This is an optimization exercise on Yosys and OpenROAD, whose aim is small area and a short achievable clock period, not a production implementation. The clock port is modelled as an ideal driver, which makes a skipped or thinned clock tree look cheaper than it is; a real chip needs a root buffer or a tree. Power is estimated from default activity; no workload was simulated.

==> flow/design.v (excerpt) <==
module cpu_top (
    input  logic                         clk,
    input  logic                         rstn,
    input  logic                         instr_valid,
    input  logic [31:0]                  instr,
    output logic                         retire_valid,
    output logic                         retire_we,
    output logic [32-1:0]         retire_pc,
    output logic [5-1:0]   retire_rd,
    output logic [32-1:0]         retire_data,
    output logic [16-1:0] retire_count
);
For scale: ~3800 cells after synthesis, ~120 I/O pins.
==> module cpu_top, before the edit <==
module cpu_top (
    input  logic                         clk,
    input  logic                         rstn,
    input  logic                         instr_valid,
    input  logic [31:0]                  instr,
    output logic                         retire_valid,
    output logic                         retire_we,
    output logic [32-1:0]         retire_pc,
    output logic [5-1:0]   retire_rd,
    output logic [32-1:0]         retire_data,
    output logic [16-1:0] retire_count
);
    logic        f_valid;
    logic [31:0] f_instr;
    always_ff @(posedge clk or negedge rstn) begin
        if (!rstn) f_valid <= 1'b0;
        else       f_valid <= instr_valid;
    end
    logic        e_we;
    logic [4:0]  e_rd;
    logic        we_nxt;
    logic        pa_fwd, pa_thru, pb_fwd, pb_thru;
    logic [3:0]  pa_lo, pb_lo;
    logic [7:0]  pa_hi, pb_hi;
    logic        f_fwd_a, f_thru_a, f_fwd_b, f_thru_b;
    logic [3:0]  f_lo_a, f_lo_b;
    logic [7:0]  f_hi_a, f_hi_b;
    rf_pre u_pre_a (
        .rs   (instr[19:15]),
        .e_we (e_we),
        .e_rd (e_rd),
        .d_we (f_valid && we_nxt),
        .d_rd (f_instr[11:7]),
        .fwd  (pa_fwd),
        .thru (pa_thru),
        .lo   (pa_lo),
        .hi   (pa_hi)
    );
    rf_pre u_pre_b (
        .rs   (instr[24:20]),
        .e_we (e_we),
        .e_rd (e_rd),
        .d_we (f_valid && we_nxt),
        .d_rd (f_instr[11:7]),
        .fwd  (pb_fwd),
        .thru (pb_thru),
        .lo   (pb_lo),
        .hi   (pb_hi)
    );
    always_ff @(posedge clk) begin
        f_instr  <= instr;
        f_fwd_a  <= pa_fwd;
        f_thru_a <= pa_thru;
        f_lo_a   <= pa_lo;
        f_hi_a   <= pa_hi;
        f_fwd_b  <= pb_fwd;
        f_thru_b <= pb_thru;
        f_lo_b   <= pb_lo;
        f_hi_b   <= pb_hi;
    end
    logic        w_we;
    logic [4:0]  w_rd;
    logic [31:0] w_data;
    logic [31:1][31:0] regs;
    logic [31:1] vld;
    logic [31:0] rs1_data;
    logic [31:0] rs2_data;
    logic [31:0] rs2_data_n;
    logic [31:1] wen;
    rf_wdec u_wdec (.we(w_we), .rd(w_rd), .wen(wen));
    always_ff @(posedge clk or negedge rstn) begin
        if (!rstn) begin
            vld <= '0;
        end else begin
            vld <= vld | wen;
        end
    end
    always_ff @(posedge clk) begin
        for (int i = 1; i < 32; i++) begin
            if (wen[i]) begin
                regs[i] <= w_data;
            end
        end
    end
    logic [31:0] sel_a;
    logic [31:0] sel_b;
    rf_sel u_sel_a (.vld(vld), .thru(f_thru_a), .lo(f_lo_a), .hi(f_hi_a), .sel(sel_a));
    rf_sel u_sel_b (.vld(vld), .thru(f_thru_b), .lo(f_lo_b), .hi(f_hi_b), .sel(sel_b));
    logic [31:0] rs1_data_n;
    reg_file u_rf_a (.regs(regs), .wr_data(w_data), .sel(sel_a), .rd_data(rs1_data), .rd_data_n(rs1_data_n));
    reg_file u_rf_b (.regs(regs), .wr_data(w_data), .sel(sel_b), .rd_data(rs2_data), .rd_data_n(rs2_data_n));
    logic        e_valid;
    logic [31:0] alu_result;
    logic [31:0] alu_sum;
    logic [31:0] alu_sum_n;
    logic [31:0] alu_o;
    logic [31:0] alu_o_n;
    logic        alu_lt;
    logic        alu_lt_n;
    logic [31:0] op_a_nxt;
    logic [31:0] op_bx_nxt;
    logic        sub_nxt, s_add_nxt, s_x_nxt, s_g_nxt, s_r_nxt, s_l_nxt, s_lt_nxt;
    logic        sltu_nxt, sra_nxt;
    logic        e_s_add, e_s_lt;
    instr_decode u_dec (
        .instr (f_instr),
        .fwd_a (f_fwd_a),
        .fwd_b (f_fwd_b),
        .rs1   (rs1_data),
        .rs2   (rs2_data),
        .rs2_n (rs2_data_n),
        .e_s_add (e_s_add),
        .e_s_lt  (e_s_lt),
        .e_sum   (alu_sum),
        .e_sum_n (alu_sum_n),
        .e_o     (alu_o),
        .e_o_n   (alu_o_n),
        .e_lt    (alu_lt),
        .e_lt_n  (alu_lt_n),
        .op_a  (op_a_nxt),
        .op_bx (op_bx_nxt),
        .sub   (sub_nxt),
        .s_add (s_add_nxt),
        .s_x   (s_x_nxt),
        .s_g   (s_g_nxt),
        .s_r   (s_r_nxt),
        .s_l   (s_l_nxt),
        .s_lt  (s_lt_nxt),
        .sltu  (sltu_nxt),
        .sra   (sra_nxt),
        .we    (we_nxt)
    );
    logic [31:0] e_a;
    logic [31:0] e_bx;
    logic        e_sub, e_s_x, e_s_g, e_s_r, e_s_l, e_sltu, e_sra;
    always_ff @(posedge clk or negedge rstn) begin
        if (!rstn) begin
            e_valid <= 1'b0;
            e_we    <= 1'b0;
        end else begin
            e_valid <= f_valid;
            e_we    <= f_valid && we_nxt;
        end
    end
    always_ff @(posedge clk) begin
        e_a     <= op_a_nxt;
        e_bx    <= op_bx_nxt;
        e_sub   <= sub_nxt;
        e_s_add <= s_add_nxt;
        e_s_x   <= s_x_nxt;
        e_s_g   <= s_g_nxt;
        e_s_r   <= s_r_nxt;
        e_s_l   <= s_l_nxt;
        e_s_lt  <= s_lt_nxt;
        e_sltu  <= sltu_nxt;
        e_sra   <= sra_nxt;
        e_rd    <= f_instr[11:7];
    end
    alu_exec u_alu (
        .a        (e_a),
        .bx       (e_bx),
        .sub      (e_sub),
        .s_add    (e_s_add),
        .s_x      (e_s_x),
        .s_g      (e_s_g),
        .s_r      (e_s_r),
        .s_l      (e_s_l),
        .s_lt     (e_s_lt),
        .sltu     (e_sltu),
        .sra      (e_sra),
        .result   (alu_result),
        .sum      (alu_sum),
        .sum_n    (alu_sum_n),
        .o        (alu_o),
        .o_n      (alu_o_n),
        .lt       (alu_lt),
        .lt_n     (alu_lt_n)
    );
    logic [15:0] pc_lo;
    logic [13:0] pc_hi;
    logic [15:0] count_nxt;
    logic [13:0] pc_hi_nxt;
    retire_stage u_ret (
        .retire_valid (retire_valid),
        .e_valid      (e_valid),
        .count        (retire_count),
        .pc_lo        (pc_lo),
        .pc_hi        (pc_hi),
        .count_nxt    (count_nxt),
        .pc_hi_nxt    (pc_hi_nxt)
    );
    always_ff @(posedge clk or negedge rstn) begin
        if (!rstn) begin
            retire_valid <= 1'b0;
            retire_we    <= 1'b0;
            w_we         <= 1'b0;
            retire_count <= '0;
            pc_hi        <= '0;
        end else begin
            retire_valid <= e_valid;
            retire_we    <= e_valid && e_we;
            w_we         <= e_we;
            retire_count <= count_nxt;
            pc_hi        <= pc_hi_nxt;
        end
    end
    always_ff @(posedge clk) begin
        pc_lo       <= retire_count;
        retire_rd   <= e_rd;
        retire_data <= alu_result;
        if (e_we) begin
            w_rd   <= e_rd;
            w_data <= alu_result;
        end
    end
    assign retire_pc = {pc_hi, pc_lo, 2'b00};
endmodule
==> flow/config.mk <==
export PLATFORM = sky130hd
export DESIGN_NAME = cpu_top
export DESIGN_NICKNAME = cpu_top
export VERILOG_FILES = /design/flow/design.v
export SDC_FILE = /design/flow/constraint.sdc
export NUM_CORES = 8
export LEC_CHECK = 0
export CAP_MARGIN = 20
export CORE_MARGIN = 2
export CORE_UTILIZATION = 40
export SLEW_MARGIN = 20
export SYNTH_HIERARCHICAL = 1
==> flow/constraint.sdc <==
create_clock -name core_clock -period 10.0 [get_ports {clk}]
set_input_delay 2.0000 -clock core_clock [delete_from_list [all_inputs] [get_ports {clk}]]
set_output_delay 2.0000 -clock core_clock [all_outputs]
set_load 0.01 [all_outputs]
standard.sh (not shown) runs the stock make flow with config.mk's settings and CLKGATE_MAP_FILE= SYNTH_SCRIPT=/design/flow/synth_recipe.tcl, a recipe that flattens the netlist after the stock synthesis.
==> flow/flow/run.sh <==
#!/bin/bash
# the standard layout, but for the clock tree, and with timing repair aimed
# below the design's period (repair_timing works until each path has
# SETUP_SLACK_MARGIN ns of slack).
#   1. standard.sh up to placement, with buf_2 as the port buffer cell
#   2. flow/cts.tcl in place of ORFS's cts step: a two-level clock tree of
#      clkbuf_16 (the clock port drives 4 roots, each root 16 leaves, each
#      leaf a compact cluster of about 20 flip-flops), then ORFS's timing
#      repair and legalisation as in its cts step
#   3. standard.sh on to the end
# each step's output goes to its own log here; ORFS's own logs are in orfs/logs.
set -euo pipefail
M=7.0
bash standard.sh SETUP_SLACK_MARGIN=$M "BUFFER_PORTS_ARGS=-buffer_cell sky130_fd_sc_hd__buf_2" place > log_1_place.log 2>&1
bash standard.sh SETUP_SLACK_MARGIN=$M vars > log_2_vars.log 2>&1
P=${FLOW_PLATFORM:-sky130hd}
(
  set +u
  source orfs/objects/$P/cpu_top/base/vars.sh
  export SCRIPTS_DIR=$FLOW_HOME/scripts
  export FLOW_CLOCK_PORT=clk
  export FLOW_CTS_LEAF_DEPTH=6
  export FLOW_CTS_ROOT_DEPTH=2
  export FLOW_CTS_LEAF_CELL=sky130_fd_sc_hd__clkbuf_16
  export FLOW_CTS_ROOT_CELL=sky130_fd_sc_hd__clkbuf_16
  openroad -no_splash -exit -metrics "$LOG_DIR/4_1_cts.json" flow/cts.tcl > "$LOG_DIR/4_1_cts.log" 2>&1
) > log_3_cts.log 2>&1
cp orfs/logs/$P/cpu_top/base/4_1_cts.log log_3_cts.log
cp orfs/results/$P/cpu_top/base/4_1_cts.odb orfs/results/$P/cpu_top/base/4_cts.odb
bash standard.sh SETUP_SLACK_MARGIN=$M finish > log_4_finish.log 2>&1
Other scripts of this flow, unchanged in this note and not shown: flow/flow/cts.tcl
Change:
--- a/flow/design.v
+++ b/flow/design.v
@@ -900,18 +900,15 @@
         f_thru_b <= pb_thru;
         f_lo_b   <= pb_lo;
         f_hi_b   <= pb_hi;
     end
-    logic        w_we;
-    logic [4:0]  w_rd;
-    logic [31:0] w_data;
     logic [31:1][31:0] regs;
     logic [31:1] vld;
     logic [31:0] rs1_data;
     logic [31:0] rs2_data;
     logic [31:0] rs2_data_n;
     logic [31:1] wen;
-    rf_wdec u_wdec (.we(w_we), .rd(w_rd), .wen(wen));
+    rf_wdec u_wdec (.we(retire_we), .rd(retire_rd), .wen(wen));
     always_ff @(posedge clk or negedge rstn) begin
         if (!rstn) begin
             vld <= '0;
         end else begin
@@ -920,19 +917,19 @@
     end
     always_ff @(posedge clk) begin
         for (int i = 1; i < 32; i++) begin
             if (wen[i]) begin
-                regs[i] <= w_data;
+                regs[i] <= retire_data;
             end
         end
     end
     logic [31:0] sel_a;
     logic [31:0] sel_b;
     rf_sel u_sel_a (.vld(vld), .thru(f_thru_a), .lo(f_lo_a), .hi(f_hi_a), .sel(sel_a));
     rf_sel u_sel_b (.vld(vld), .thru(f_thru_b), .lo(f_lo_b), .hi(f_hi_b), .sel(sel_b));
     logic [31:0] rs1_data_n;
-    reg_file u_rf_a (.regs(regs), .wr_data(w_data), .sel(sel_a), .rd_data(rs1_data), .rd_data_n(rs1_data_n));
-    reg_file u_rf_b (.regs(regs), .wr_data(w_data), .sel(sel_b), .rd_data(rs2_data), .rd_data_n(rs2_data_n));
+    reg_file u_rf_a (.regs(regs), .wr_data(retire_data), .sel(sel_a), .rd_data(rs1_data), .rd_data_n(rs1_data_n));
+    reg_file u_rf_b (.regs(regs), .wr_data(retire_data), .sel(sel_b), .rd_data(rs2_data), .rd_data_n(rs2_data_n));
     logic        e_valid;
     logic [31:0] alu_result;
     logic [31:0] alu_sum;
     logic [31:0] alu_sum_n;
@@ -1035,26 +1032,20 @@
     always_ff @(posedge clk or negedge rstn) begin
         if (!rstn) begin
             retire_valid <= 1'b0;
             retire_we    <= 1'b0;
-            w_we         <= 1'b0;
             retire_count <= '0;
             pc_hi        <= '0;
         end else begin
             retire_valid <= e_valid;
             retire_we    <= e_valid && e_we;
-            w_we         <= e_we;
             retire_count <= count_nxt;
             pc_hi        <= pc_hi_nxt;
         end
     end
     always_ff @(posedge clk) begin
         pc_lo       <= retire_count;
         retire_rd   <= e_rd;
         retire_data <= alu_result;
-        if (e_we) begin
-            w_rd   <= e_rd;
-            w_data <= alu_result;
-        end
     end
     assign retire_pc = {pc_hi, pc_lo, 2'b00};
 endmodule
What happened: The changed run finished clean; sequential cell count drops by 38; clock power hardly moves; setup slack degrades by 0.083 ns; area after synthesis drops by 2.1%; global-route usage climbs by 3.1 points.
No functional check of the RTL was part of any run of this note. No run of this note takes its clock network from TritonCTS; it comes from the design's own scripts or RTL.

-- re-timing with driven ports --
How much do the figures lean on ideal ports? The routed layouts below were timed once more, with nothing changed but the port constraints.
Step 1 (the two cells are an assumption about what drives the block):
set clk [get_ports {clk}]
set_driving_cell -lib_cell sky130_fd_sc_hd__clkbuf_16 $clk
set_driving_cell -lib_cell sky130_fd_sc_hd__buf_2 [delete_from_list [all_inputs] $clk]
Step 2 also shifts input and output timing later by t, the mid clock arrival at the registers, as if the neighbouring blocks saw the same clock.
Three values: ideal ports, drivers, drivers and shift; two values: the first two.
run | t, ns | slack for setup (ns) | slew at the worst register clock pin (ns) | pins driven straight from the clock port
the first run | 0.688 | 6.852 / 6.708 / 6.509 | 0.11 / 0.11 | 4
the second run | 0.682 | 6.769 / 6.631 / 6.555 | 0.11 / 0.11 | 4
After both steps every run listed still meets setup and hold. The setup slack of the first run, which loses most, moves by -0.144 ns with the drivers and by -0.343 ns with both steps.
